This is an optimization exercise on Yosys and OpenROAD, whose aim is small area, not a production implementation.
The RTL was checked by simulation tests, not by an equivalence proof against the original design.
Power figures rest on the tool's default switching activity, not on a simulated workload.

==> module reg_file_2r1w, before the edit <==
module reg_file_2r1w #(
    parameter int XLEN     = 64,
    parameter int NREG     = 32,
    parameter int AW       = 5,
    parameter int ZERO_REG = 1
) (
    input  logic            clk,
    input  logic            rst,
    input  logic            rd_en,
    input  logic [AW-1:0]   rs1_addr,
    input  logic [AW-1:0]   rs2_addr,
    output logic [XLEN-1:0] rs1_data,
    output logic [XLEN-1:0] rs2_data,
    output logic            rd_valid,
    input  logic            wr_en,
    input  logic [AW-1:0]   wr_addr,
    input  logic [XLEN-1:0] wr_data,
    output logic            busy
);
    logic          busy_reg;
    logic [AW-1:0] clr_cnt;
    logic          rd_valid_reg;
    logic          p;
    always_ff @(posedge clk) begin
        if (rst) begin
            busy_reg <= 1'b1;
            clr_cnt  <= '0;
        end else if (busy_reg) begin
            clr_cnt <= clr_cnt + AW'(1);
            if (clr_cnt == AW'(NREG - 1)) busy_reg <= 1'b0;
        end
    end
    always_ff @(posedge clk) begin
        rd_valid_reg <= !rst && !busy_reg && rd_en;
        p            <= !rst && !p;
    end
    logic            wr_ok;
    logic            clr_now;
    logic [XLEN-1:0] col;
    assign wr_ok   = wr_en && !rst && !busy_reg;
    assign clr_now = busy_reg && p;
    assign col     = wr_data ^ {XLEN{p}};
    localparam int NR = NREG - 1;
    logic [XLEN-1:0] S [0:NR-1];
    logic [NR-1:0]   sel1, sel2;
    logic            pz1, pz2;
    always_ff @(posedge clk) begin
        for (int r = 0; r < NR; r++) begin
            sel1[r] <= (rs1_addr == AW'(r + 1));
            sel2[r] <= (rs2_addr == AW'(r + 1));
        end
        pz1 <= !rst && !p && (rs1_addr != '0);
        pz2 <= !rst && !p && (rs2_addr != '0);
    end
    genvar gr, gb;
    generate
        for (gr = 0; gr < NR; gr++) begin : g_row
            logic wsel, a, b;
            assign wsel = wr_ok && (wr_addr == AW'(gr + 1));
            assign a    = wsel || clr_now;
            assign b    = !wsel;
            for (gb = 0; gb < XLEN; gb++) begin : g_bit
                reg_file_2r1w_bit u_bit (
                    .clk(clk), .a(a), .b(b), .col(col[gb]), .q(S[gr][gb])
                );
            end
        end
    endgenerate
    generate
        for (gb = 0; gb < XLEN; gb++) begin : g_rd
            logic [NR-1:0] d;
            for (gr = 0; gr < NR; gr++) begin : g_d
                assign d[gr] = S[gr][gb];
            end
            reg_file_2r1w_rdbit #(.NR(NR)) u_rd1 (.sel(sel1), .d(d), .pz(pz1), .y(rs1_data[gb]));
            reg_file_2r1w_rdbit #(.NR(NR)) u_rd2 (.sel(sel2), .d(d), .pz(pz2), .y(rs2_data[gb]));
        end
    endgenerate
    assign rd_valid = rd_valid_reg;
    assign busy     = busy_reg;
endmodule
export LEC_CHECK = 0
export CAP_MARGIN = 20
export CORE_MARGIN = 2
export CORE_UTILIZATION = 40
export SLEW_MARGIN = 20
export SYNTH_HIERARCHICAL = 1
create_clock -name core_clock -period 5.0 [get_ports {clk}]
standard.sh (not shown) runs the stock make flow with config.mk's settings and CLKGATE_MAP_FILE= SYNTH_SCRIPT=/design/flow/synth_recipe.tcl, a recipe that flattens the netlist after the stock synthesis.
==> flow/flow/run.sh <==
#!/bin/bash
# The standard ORFS flow (standard.sh, with its synthesis unchanged), with two
# changes to how the layout is made:
#  - ports are buffered with buf_1 cells instead of the slow clkdlybuf4s50_1 that
#    buffer_ports picks by default;
#  - the clock tree uses larger sink clusters and no dummy loads.
# make's output goes to flow.log; ORFS keeps each step's log under orfs/logs/.
set -euo pipefail
bash standard.sh \
  "BUFFER_PORTS_ARGS=-buffer_cell sky130_fd_sc_hd__buf_1" \
  "CTS_ARGS=-sink_clustering_enable -repair_clock_nets -dont_use_dummy_load -sink_clustering_size 24 -sink_clustering_max_diameter 100" \
  finish > flow.log 2>&1
The starting point went through all stages and came out clean.
Next try:
--- a/flow/design.v
+++ b/flow/design.v
@@ -56,11 +56,15 @@
     generate
         for (gr = 0; gr < NR; gr++) begin : g_row
-            logic wsel, a, b;
+            logic wsel, a_lo, b_lo, a_hi, b_hi;
             assign wsel = wr_ok && (wr_addr == AW'(gr + 1));
-            assign a    = wsel || clr_now;
-            assign b    = !wsel;
+            reg_file_2r1w_rowdrv u_drv_lo (.wsel(wsel), .clr(clr_now), .a(a_lo), .b(b_lo));
+            reg_file_2r1w_rowdrv u_drv_hi (.wsel(wsel), .clr(clr_now), .a(a_hi), .b(b_hi));
             for (gb = 0; gb < XLEN; gb++) begin : g_bit
                 reg_file_2r1w_bit u_bit (
-                    .clk(clk), .a(a), .b(b), .col(col[gb]), .q(S[gr][gb])
+                    .clk(clk),
+                    .a(gb < XLEN/2 ? a_lo : a_hi),
+                    .b(gb < XLEN/2 ? b_lo : b_hi),
+                    .col(col[gb]),
+                    .q(S[gr][gb])
                 );
             end
@@ -79,4 +83,13 @@
     assign rd_valid = rd_valid_reg;
     assign busy     = busy_reg;
+endmodule
+module reg_file_2r1w_rowdrv (
+    input  logic wsel,
+    input  logic clr,
+    output logic a,
+    output logic b
+);
+    assign a = wsel | clr;
+    assign b = ~wsel;
 endmodule
 module reg_file_2r1w_bit (
Outcome: Global-route usage came out lower by 2.0 points; sequential power stays flat; routed wire length came out lower by 4.9%; setup slack loses 0.12 ns; via count came out lower by 2.4%.

## re-timing with driven ports
The results above use ideal ports. As a check the final layouts listed here were re-extracted and re-timed, cells and wires unchanged. Step 1 assumes that a clkbuf_16 drives the clock port and a buf_2 every other input. Step 2, shift: input delay + t, output delay - t, t = (earliest + latest rising clock arrival at the registers) / 2. This alone moves slack from input paths to output paths. Three values: no drivers, after step 1, after step 2; two values: the first two.
run | shift t [ns] | setup WS [ns] | worst data-port slew with drivers (ns)
the first run | 0.837 | 0.259 / 0.166 / 0.968 | 0.12
the second run | 0.874 | 0.140 / 0.053 / 0.669 | 0.16
After both steps every run listed still meets setup and hold.
